Background: an optimization exercise with open tools, aiming at small area, a short achievable clock period and few clock cycles per item. Do not read the settings as production practice.
The RTL was checked by simulation tests, not by an equivalence proof against the original design.

<file path="flow/config.mk">
export PLATFORM = sky130hd
export DESIGN_NAME = arima_serial_core
export DESIGN_NICKNAME = arima_serial_core
export VERILOG_FILES = /design/flow/design.v
export SDC_FILE = /design/flow/constraint.sdc
export NUM_CORES = 4
export LEC_CHECK = 0
export CAP_MARGIN = 20
export CORE_MARGIN = 2
export CORE_UTILIZATION = 40
export SETUP_SLACK_MARGIN = 0.4
export SLEW_MARGIN = 20
</file>
<file path="flow/constraint.sdc">
create_clock -name core_clock -period 14.0 [get_ports {clk}]
set_input_delay 2.8000 -clock core_clock [delete_from_list [all_inputs] [get_ports {clk}]]
set_output_delay 2.8000 -clock core_clock [all_outputs]
set_load 0.01 [all_outputs]
</file>
<file path="flow/design.v">
package arima_pkg;
    localparam int Q_DEFAULT = 15;
    localparam logic [2:0] T_OAR  = 3'd0;   
    localparam logic [2:0] T_OMA  = 3'd1;   
    localparam logic [2:0] T_AR0  = 3'd2;   
    localparam logic [2:0] T_MA0  = 3'd3;   
    localparam logic [2:0] T_ZERO = 3'd4;   
endpackage
module booth_enc (
    input  logic [31:0] b,
    output logic [15:0] neg,
    output logic [15:0] one,
    output logic [15:0] two
);
    always_comb begin
        for (int i = 0; i < 16; i++) begin
            logic b2, b1, b0;
            b2 = b[2*i+1];
            b1 = b[2*i];
            b0 = (i == 0) ? 1'b0 : b[2*i-1];
            neg[i] = b2 & ~(b1 & b0);
            one[i] = b1 ^ b0;
            two[i] = (b2 & ~b1 & ~b0) | (~b2 & b1 & b0);
        end
    end
endmodule
module booth_tree (
    input  logic [31:0] a,
    input  logic [15:0] neg,
    input  logic [15:0] one,
    input  logic [15:0] two,
    output logic [63:0] s,
    output logic [63:0] c
);
    logic [63:0] r [0:17];
    logic [63:0] l1 [0:11];
    logic [63:0] l2 [0:7];
    logic [63:0] l3 [0:5];
    logic [63:0] l4 [0:3];
    logic [63:0] l5 [0:2];
    function automatic logic [127:0] csa(input logic [63:0] x, input logic [63:0] y, input logic [63:0] z);
        logic [63:0] sm, cy;
        sm = x ^ y ^ z;
        cy = ((x & y) | (x & z) | (y & z)) << 1;
        csa = {cy, sm};
    endfunction
    always_comb begin
        logic [32:0] xa;
        logic [32:0] pp;
        logic [63:0] nrow;
        xa = {a[31], a};
        nrow = '0;
        for (int i = 0; i < 16; i++) begin
            pp[0] = (one[i] & xa[0]) ^ neg[i];
            for (int j = 1; j < 33; j++)
                pp[j] = ((one[i] & xa[j]) | (two[i] & xa[j-1])) ^ neg[i];
            r[i] = 64'({~pp[32], pp[31:0]}) << (2*i);
            nrow[2*i] = neg[i];
        end
        r[16] = nrow;
        r[17] = 64'hAAAAAAAB_00000000;
        for (int g = 0; g < 6; g++) {l1[2*g+1], l1[2*g]} = csa(r[3*g], r[3*g+1], r[3*g+2]);
        for (int g = 0; g < 4; g++) {l2[2*g+1], l2[2*g]} = csa(l1[3*g], l1[3*g+1], l1[3*g+2]);
        for (int g = 0; g < 2; g++) {l3[2*g+1], l3[2*g]} = csa(l2[3*g], l2[3*g+1], l2[3*g+2]);
        l3[4] = l2[6];
        l3[5] = l2[7];
        for (int g = 0; g < 2; g++) {l4[2*g+1], l4[2*g]} = csa(l3[3*g], l3[3*g+1], l3[3*g+2]);
        {l5[1], l5[0]} = csa(l4[0], l4[1], l4[2]);
        l5[2] = l4[3];
        {c, s} = csa(l5[0], l5[1], l5[2]);
    end
endmodule
import arima_pkg::*;
module arima_serial_core
#(
    parameter int N     = 32,
    parameter int Q     = 15,
    parameter int P_MAX = 8,
    parameter int Q_MAX = 8,
    parameter int D_MAX = 2
) (
    input  logic                         clk,
    input  logic                         rst_n,
    input  logic                         clr,
    input  logic [$clog2(P_MAX+1)-1:0]   cfg_p,
    input  logic [$clog2(Q_MAX+1)-1:0]   cfg_q,
    input  logic [$clog2(D_MAX+1)-1:0]   cfg_d,
    input  logic [P_MAX*N-1:0]           ar_coef,
    input  logic [Q_MAX*N-1:0]           ma_coef,
    input  logic signed [N-1:0]          cont,
    input  logic signed [N-1:0]          kalman_beta,
    output logic                         overflow,
    output logic                         busy,
    input  logic                         in_valid,
    output logic                         in_ready,
    input  logic signed [N-1:0]          in_data,
    output logic                         out_valid,
    input  logic                         out_ready,
    output logic signed [N-1:0]          out_data
);
    logic [3:0]  p_r, q_r;
    logic [1:0]  d_r;
    logic [31:0] cont_r;
    always_ff @(posedge clk) begin
        p_r    <= (cfg_p > 4'd8) ? 4'd8 : cfg_p;
        q_r    <= (cfg_q > 4'd8) ? 4'd8 : cfg_q;
        d_r    <= (cfg_d > 2'd2) ? 2'd2 : cfg_d;
        cont_r <= cont;
    end
    logic [31:0] x_r;                  
    logic        xv;                   
    logic [31:0] lvl0, lvl1;           
    logic [31:0] ar_h [0:7];           
    logic [31:0] ma_h [0:7];           
    logic [3:0]  ar_cnt, ma_cnt;       
    logic [31:0] w_hat;
    logic [36:0] acc;                  
    logic [4:0]  corr;                 
    logic [31:0] out_r;
    logic        out_v;
    logic        ovf;
    logic [2:0]  nfl;                  
    logic        busy_r;
    logic        cur_act;              
    logic        cur_sh;               
    logic        e_pend;               
    logic [3:0]  k;                    
    logic        bp;                   
    logic        gap;                  
    logic        v1, b1, f1;           
    logic [31:0] a1;
    logic [15:0] neg1, one1, two1;
    logic        v2, b2, f2, aovf2;    
    logic [63:15] s2, c2;
    logic        c15_2;
    logic [3:0] nar, nma, nterm;
    logic [2:0] ttype;
    logic       tdep, tlast;
    logic [3:0] ma_off;
    logic       esh;
    always_comb begin
        nar   = (p_r == 4'd0) ? 4'd0 : p_r - 4'd1;
        nma   = (q_r == 4'd0) ? 4'd0 : q_r - 4'd1;
        nterm = (p_r == 4'd0 && q_r == 4'd0) ? 4'd1 : p_r + q_r;
        ma_off = k - nar;
        if (k < nar)                               ttype = T_OAR;
        else if (k < nar + nma)                    ttype = T_OMA;
        else if (p_r == 4'd0 && q_r == 4'd0)       ttype = T_ZERO;
        else if (k == nar + nma && p_r != 4'd0)    ttype = T_AR0;
        else                                       ttype = T_MA0;
        tdep  = (ttype == T_AR0) || (ttype == T_MA0) || (ttype == T_ZERO);
        tlast = (k == nterm - 4'd1);
        esh   = cur_sh && !e_pend;
    end
    logic beta_go, term_go, last_go, shift_go, acc_ok, take;
    always_comb begin
        beta_go  = bp && !gap && !out_v;
        term_go  = cur_act && !beta_go && (!tdep || cur_sh) &&
                   (!bp || (gap && !out_v && !tdep));
        last_go  = term_go && tlast;
        shift_go = cur_act && !cur_sh && xv && !bp && !(v1 && b1);
        acc_ok   = in_valid && !xv && !clr;
        take     = out_v && out_ready && !clr;
    end
    logic [31:0] l0m, l1m, dk1, w_new, e_c;
    logic        dovf, eovf;
    always_comb begin
        logic [32:0] t1, t2, te;
        l0m   = (d_r >= 2'd1) ? lvl0 : 32'd0;
        l1m   = (d_r >= 2'd2) ? lvl1 : 32'd0;
        t1    = {x_r[31], x_r} - {l0m[31], l0m};
        dk1   = t1[31:0];
        w_new = x_r - l0m - l1m;
        t2    = {dk1[31], dk1} - {l1m[31], l1m};
        dovf  = ((d_r >= 2'd1) && (t1[32] != t1[31])) || ((d_r >= 2'd2) && (t2[32] != t2[31]));
        te    = {ar_h[0][31], ar_h[0]} - {w_hat[31], w_hat};
        e_c   = te[31:0];
        eovf  = te[32] != te[31];
    end
    logic [2:0]  ar_i, ma_i, ar_hi, ma_hi;
    logic [31:0] opa_n, opb_n, ar_v, ma_v;
    logic        ar_ok, ma_ok;
    logic [15:0] neg_n, one_n, two_n;
    always_comb begin
        logic [3:0] ahi, mhi;
        ar_i  = (ttype == T_OAR) ? 3'(k + 4'd1) : 3'd0;
        ma_i  = (ttype == T_OMA) ? 3'(ma_off + 4'd1) : 3'd0;
        ahi   = k + {3'd0, cur_sh};
        mhi   = ma_off + {3'd0, esh};
        ar_hi = ahi[2:0];
        ma_hi = mhi[2:0];
        ar_ok = ahi < ar_cnt;
        ma_ok = mhi < ma_cnt;
        ar_v  = ar_h[ar_hi];
        ma_v  = ma_h[ma_hi];
        if (ttype == T_OMA || ttype == T_MA0) opa_n = ma_coef[ma_i*32 +: 32];
        else                                  opa_n = ar_coef[ar_i*32 +: 32];
        if (beta_go)                 opb_n = kalman_beta;
        else case (ttype)
            T_OAR:   opb_n = ar_ok ? ar_v : 32'd0;
            T_OMA:   opb_n = ma_ok ? ma_v : 32'd0;
            T_AR0:   opb_n = ar_h[0];
            T_MA0:   opb_n = e_c;
            default: opb_n = 32'd0;
        endcase
    end
    booth_enc u_enc (.b(opb_n), .neg(neg_n), .one(one_n), .two(two_n));
    logic [31:0] ma1;
    logic [63:0] s1, c1;
    logic [15:0] lo1;
    logic [4:0]  acc_hi_x;
    assign ma1 = b1 ? acc[31:0] : a1;
    booth_tree u_tree (.a(ma1), .neg(neg1), .one(one1), .two(two1), .s(s1), .c(c1));
    assign lo1      = {1'b0, s1[14:0]} + {1'b0, c1[14:0]};
    assign acc_hi_x = acc[36:32] - corr;
    logic [63:15] p2;
    logic [31:0]  y2;
    logic         povf2, c32_2;
    logic [1:0]   kx2;
    logic [36:0]  acc_n;
    logic [35:0]  zo;
    logic [3:0]   zo_hi;
    logic         oovf2;
    always_comb begin
        logic [36:0] base;
        p2    = s2 + c2 + {48'd0, c15_2};
        y2    = p2[46:15];
        povf2 = !((&p2[63:46]) || !(|p2[63:46]));
        c32_2 = p2[47] ^ s2[47] ^ c2[47];
        kx2   = {1'b0, c32_2} + {1'b0, p2[46]};
        base  = f2 ? {{5{cont_r[31]}}, cont_r} : acc;
        acc_n = base + {5'd0, s2[46:15]} + {5'd0, c2[46:15]} + {36'd0, c15_2};
        zo    = {4'd0, s2[46:15]} + {4'd0, c2[46:15]} + {35'd0, c15_2}
              + {{4{l0m[31]}}, l0m} + {{4{l1m[31]}}, l1m};
        zo_hi = zo[35:32] - {2'd0, kx2};
        oovf2 = !((&{zo_hi, zo[31]}) || !(|{zo_hi, zo[31]}));
    end
    always_ff @(posedge clk) begin
        if (!xv) x_r <= in_data;
        a1   <= opa_n;
        neg1 <= neg_n;
        one1 <= one_n;
        two1 <= two_n;
        s2    <= s1[63:15];
        c2    <= c1[63:15];
        c15_2 <= lo1[15];
        aovf2 <= !((&{acc_hi_x, acc[31]}) || !(|{acc_hi_x, acc[31]}));
        if (shift_go) begin
            ar_h[0] <= w_new;
            for (int i = 1; i < 8; i++) ar_h[i] <= ar_h[i-1];
        end
        if (e_pend) begin
            ma_h[0] <= e_c;
            for (int j = 1; j < 8; j++) ma_h[j] <= ma_h[j-1];
        end
        if (v2 && !b2) begin
            acc  <= acc_n;
            corr <= (f2 ? 5'd0 : corr) + {3'd0, kx2};
        end
        if (v2 && b2) out_r <= zo[31:0];
    end
    always_ff @(posedge clk or negedge rst_n) begin
        if (!rst_n) begin
            xv      <= 1'b0;
            lvl0    <= '0;
            lvl1    <= '0;
            ar_cnt  <= '0;
            ma_cnt  <= '0;
            w_hat   <= '0;
            out_v   <= 1'b0;
            ovf     <= 1'b0;
            nfl     <= '0;
            busy_r  <= 1'b0;
            cur_act <= 1'b0;
            cur_sh  <= 1'b0;
            e_pend  <= 1'b0;
            k       <= '0;
            bp      <= 1'b0;
            gap     <= 1'b0;
            v1      <= 1'b0;
            b1      <= 1'b0;
            f1      <= 1'b0;
            v2      <= 1'b0;
            b2      <= 1'b0;
            f2      <= 1'b0;
        end else if (clr) begin
            xv      <= 1'b0;
            lvl0    <= '0;
            lvl1    <= '0;
            ar_cnt  <= '0;
            ma_cnt  <= '0;
            w_hat   <= '0;
            out_v   <= 1'b0;
            ovf     <= 1'b0;
            nfl     <= '0;
            busy_r  <= 1'b0;
            cur_act <= 1'b0;
            cur_sh  <= 1'b0;
            e_pend  <= 1'b0;
            k       <= '0;
            bp      <= 1'b0;
            gap     <= 1'b0;
            v1      <= 1'b0;
            b1      <= 1'b0;
            f1      <= 1'b0;
            v2      <= 1'b0;
            b2      <= 1'b0;
            f2      <= 1'b0;
        end else begin
            logic [2:0] nfl_n;
            v1 <= beta_go || term_go;
            b1 <= beta_go;
            f1 <= term_go && (k == 4'd0);
            v2 <= v1;
            b2 <= b1;
            f2 <= f1;
            if (acc_ok)        xv <= 1'b1;
            else if (shift_go) xv <= 1'b0;
            if (shift_go) begin
                if (d_r >= 2'd1) lvl0 <= x_r;
                if (d_r >= 2'd2) lvl1 <= dk1;
                if (ar_cnt != 4'd8) ar_cnt <= ar_cnt + 4'd1;
            end
            if (e_pend && ma_cnt != 4'd8) ma_cnt <= ma_cnt + 4'd1;
            e_pend <= shift_go;
            gap <= last_go;
            if (beta_go) bp <= 1'b0;
            if (last_go) bp <= 1'b1;
            if (last_go) begin
                k       <= '0;
                cur_sh  <= 1'b0;
                cur_act <= xv || acc_ok;
            end else begin
                if (term_go)  k <= k + 4'd1;
                if (shift_go) cur_sh <= 1'b1;
                if (acc_ok)   cur_act <= 1'b1;
            end
            if (v2 && b2) begin
                w_hat <= y2;
                out_v <= 1'b1;
            end else if (take) begin
                out_v <= 1'b0;
            end
            if ((shift_go && dovf) || (e_pend && eovf) || (v2 && povf2) ||
                (v2 && b2 && (aovf2 || oovf2)))
                ovf <= 1'b1;
            nfl_n  = nfl + {2'd0, acc_ok} - {2'd0, take};
            nfl    <= nfl_n;
            busy_r <= (nfl_n != 3'd0);
        end
    end
    assign in_ready  = !xv;
    assign out_valid = out_v;
    assign out_data  = out_r;
    assign overflow  = ovf;
    assign busy      = busy_r;
endmodule
</file>
<file path="flow/run.sh">
#!/bin/bash
# synth_recipe.tcl (not shown) runs the flow's synth.tcl, then flattens the netlist and writes it again
# the make line also repeats each setting of config.mk as NAME=value (left out here)
make -C /OpenROAD-flow-scripts/flow DESIGN_CONFIG=/design/flow/config.mk WORK_HOME=/design/flow/orfs CLKGATE_MAP_FILE= SYNTH_SCRIPT=/design/flow/synth_recipe.tcl finish
</file>
==> qor.yml <==
outcome:
  outcome: "timing/DRC/antenna clean"
clock_network:
  cts_setup_buffers: 0
  cts-resized-gates: 0
  cts.path.max_buffers: 3
  cts_max_level: 3
  worstSkewPairLatency_ps: 790
  root_buffer: "clkbuf_16"
  cts.hold.buffers_added: 0
  cts_sinks: 966
  cts_tree: "built"
  cts_buffers: 108
  clk_pin_slew_worst_paths_ps: 60
finish:
  multi_input_area_um2: 45300
  nFillCells: 17400
  nNetsFinal: 9298
  area_growth_pct: 16.7
  postLayoutCoreUtil: 0.471
  area.sequential_um2: 26200
  drive_above_1_share: 0.0722
die:
  rows: 159
  ioPinCount: 659
  die_h_um: 439
  start_util: 0.403
  dieArea_um2: 193000
  core_region_area_um2: 188000
  die_w_um: 439
place:
  io_buffers: 658
  hpwl_um: 212000
  dpl_worst_slack_ps: 6360
  place.gp.congestion: 0.958
sta:
  fin_crit_ps: 7740
  max_slew_margin: 0.133
  tns_ps: 0
  finalHoldViolCount: 0
  setup_viol: 0
  worst_slew_pin_slew_ps: 1280
  finClkSkew_ps: 39.2
  slew_viol_final: 0
  setup_slack_ps: 6260
  fin_crit_sh: 0.553
  fmax_ghz: 0.129
  rsz0062_at_grt: "false"
logic_synthesis:
  synth_top_area_share: 0.245
  syn-cell-area_um2: 75800
  synth-main-ff-cell: "edfxtp_1"
  yosysMostFrequentCell: "inv_1"
  synth_area_leaders: "edfxtp_1 24%, fa_1 14%, ha_1 7.5%"
  synth_edf_count: 618
  synth_commonest_cells: "671 x inv_1, 618 x edfxtp_1, 592 x nand2_1"
  async_flop_share: 0.130
  syn_avg_cell_area_um2: 10.4
  syn_nets: 8934
  synth_area_leader_cell: "edfxtp_1"
  netlist_instances: 7312
  yosysWarnings: 11
  synth-seq-cells: 966
  synth-seq-area-share: 0.345
  synth_cell_types: 82
setup_path:
  critPathRequiredTime_ps: 14640
  critPathMaxStageDelay_ps: 590
  worstSetupPathType: "register to register"
  r2r_start: "s2[15]$_DFF_P_"
  critical_path.startpoint_type: "register"
  cp.arrival_ps: 8380
  critPathMaxFanout: 4
  cpMaxStageDelayCell: "a2111oi_0"
  r2r_end: "ovf$_DFFE_PN0P_"
  cp-end-kind: "register"
  regToRegSetupSlack_ps: 6260
  ff2ff_path_depth: 30
  critPathMostFrequentCell: "fa_1"
flow_run:
  cap_viol_max_count: 0
hold_path:
  hp-start: "ma_h[1][3]$_DFFE_PP_"
  whs_endpoint: "ma_h[2][3]$_DFFE_PP_"
  hold_path_class: "register to register"
  hold_depth: 0
route:
  drt_iter0_drc: 6636
  drt-wirelength-per-cell_um: 27.3
  routed_wl_um: 281000
  firstDrtPassIters: 6
  route.vias.total: 60000
  antenna_left: 0
  via_per_inst: 5.82
  drc_errors: 0
global_routing:
  antenna_found_initial: 30
  gr-total-overflow: 0
  grt_pass1_wl_um: 409000
  grt_start_max_net_pins: 93
  track_usage: 0.286
  first_global_vias: 59800
==> stage by stage <==
step                      hold slack [ps]  cells  area, µm²
after global routing                  448  10300      88500
after detailed placement              430  10100      84600
after floorplan                       417   7312      75800
final                                 443  10300      88500
after global placement                423  10100      84600
after CTS                             444  10300      88400
==> layer usage <==
| layer | track usage | wire, µm | vias to the layer above |
|---|---|---|---|
| met5 | 0 | 41 | - |
| li1 | - | - | 26600 |
| met1 | 0.379 | 113000 | 30000 |
| met2 | 0.447 | 129000 | 2893 |
| met4 | 0.150 | 16200 | 6 |
| met3 | 0.0511 | 22900 | 459 |
==> final cells by class <==
type                            count  area share
Antenna cell                       30    0.000848
Timing Repair Buffer              766      0.0837
Clock inverter                     53     0.00762
Clock buffer                      151      0.0356
Tap cell                         2495      0.0353
Sequential cell                   966       0.296
Inverter                          680      0.0288
Multi-Input combinational cell   5154       0.512
==> flip-flops by register name, indices dropped and copies added, names as in the netlist, 3 cells and up <==
signal,flops
c2,49
ma_h,256
k,4
ar_cnt,4
nfl,3
a1,32
w_hat,32
ar_h,256
ma_cnt,4
lvl0,32
one1,16
p_r,4
neg1,16
q_r,4
corr,5
s2,49
x_r,32
acc,37
out_r,32
two1,16
lvl1,32
cont_r,32
==> layout by cell type, fill, tap and decap left out, types with 114 or more instances in the layout <==
cell	instances
edfxtp_1	618
ha_1	448
fa_1	547
dfrtp_1	122
xnor2_1	478
inv_1	671
nor2_1	264
a21oi_1	384
dfxtp_1	189
clkdlybuf4s50_1	656
nand2_1	588
a22oi_1	506
o21ai_0	282
clkbuf_16	114
xor2_1	275
==> cell families after synthesis <==
logic type                 Yosys count  share of synthesized area
adders and majority gates          999                      0.219
DFF                                966                      0.345
buffers and inverters             1192                     0.0592
muxes                              234                     0.0484
and+or+nand+nor                   1329                     0.0795
AOI/OAI and AO/OA                 1837                      0.162
xor gates and xnor gates           755                     0.0872
==> critical path: cells and delay by family, from the launching register on <==
family,cells,cell delay [ps]
compound gates,13,3570
fa+ha+maj,6,2330
xor+xnor,4,720
simple gates,5,500
flops,1,340
mux,1,110
buf+inv,1,60
==> worst max path at each step <==
stage | start | to | slack [ps] | depth (start not counted)
2_1_floorplan | b1$_DFF_PN0_ | ar_cnt[0]$_DFFE_PN0P_ | 3520 | 6
3_3_place_gp | s2[15]$_DFF_P_ | ovf$_DFFE_PN0P_ | 6350 | 30
3_5_place_dp | s2[15]$_DFF_P_ | ovf$_DFFE_PN0P_ | 6360 | 30
4_1_cts | s2[15]$_DFF_P_ | ovf$_DFFE_PN0P_ | 6330 | 30
5_1_grt | s2[15]$_DFF_P_ | ovf$_DFFE_PN0P_ | 5660 | 30
6_report | s2[15]$_DFF_P_ | ovf$_DFFE_PN0P_ | 6260 | 30
Testbench counts, summed over its fixed seeds: cycles 23,839, items 2,560.

separate check: timing with driven ports:
The flow's constraints put no driver on any port. The routed layout listed below was extracted and timed again, unchanged, in two steps.
Step 1, drivers: a clkbuf_16 drives clk and a buf_2 each remaining input, both assumed.
Step 2 also shifts input and output timing later by t, the mid clock arrival at the registers, as if the neighbouring blocks saw the same clock.
Slacks: ideal ports / drivers / drivers and shift; pairs: ideal ports / drivers.
shift t [ns]: 0.855
slack for setup (ns): 6.256 / 6.256 / 6.256
worst setup path after step 2: register to register
slew at the worst register clock pin (ns): 0.07 / 0.07
pins driven straight from the clock port: 1
After both steps setup and hold are still met in this run. The setup slack of this run moves by 0.000 ns with the drivers and by 0.000 ns with both steps.
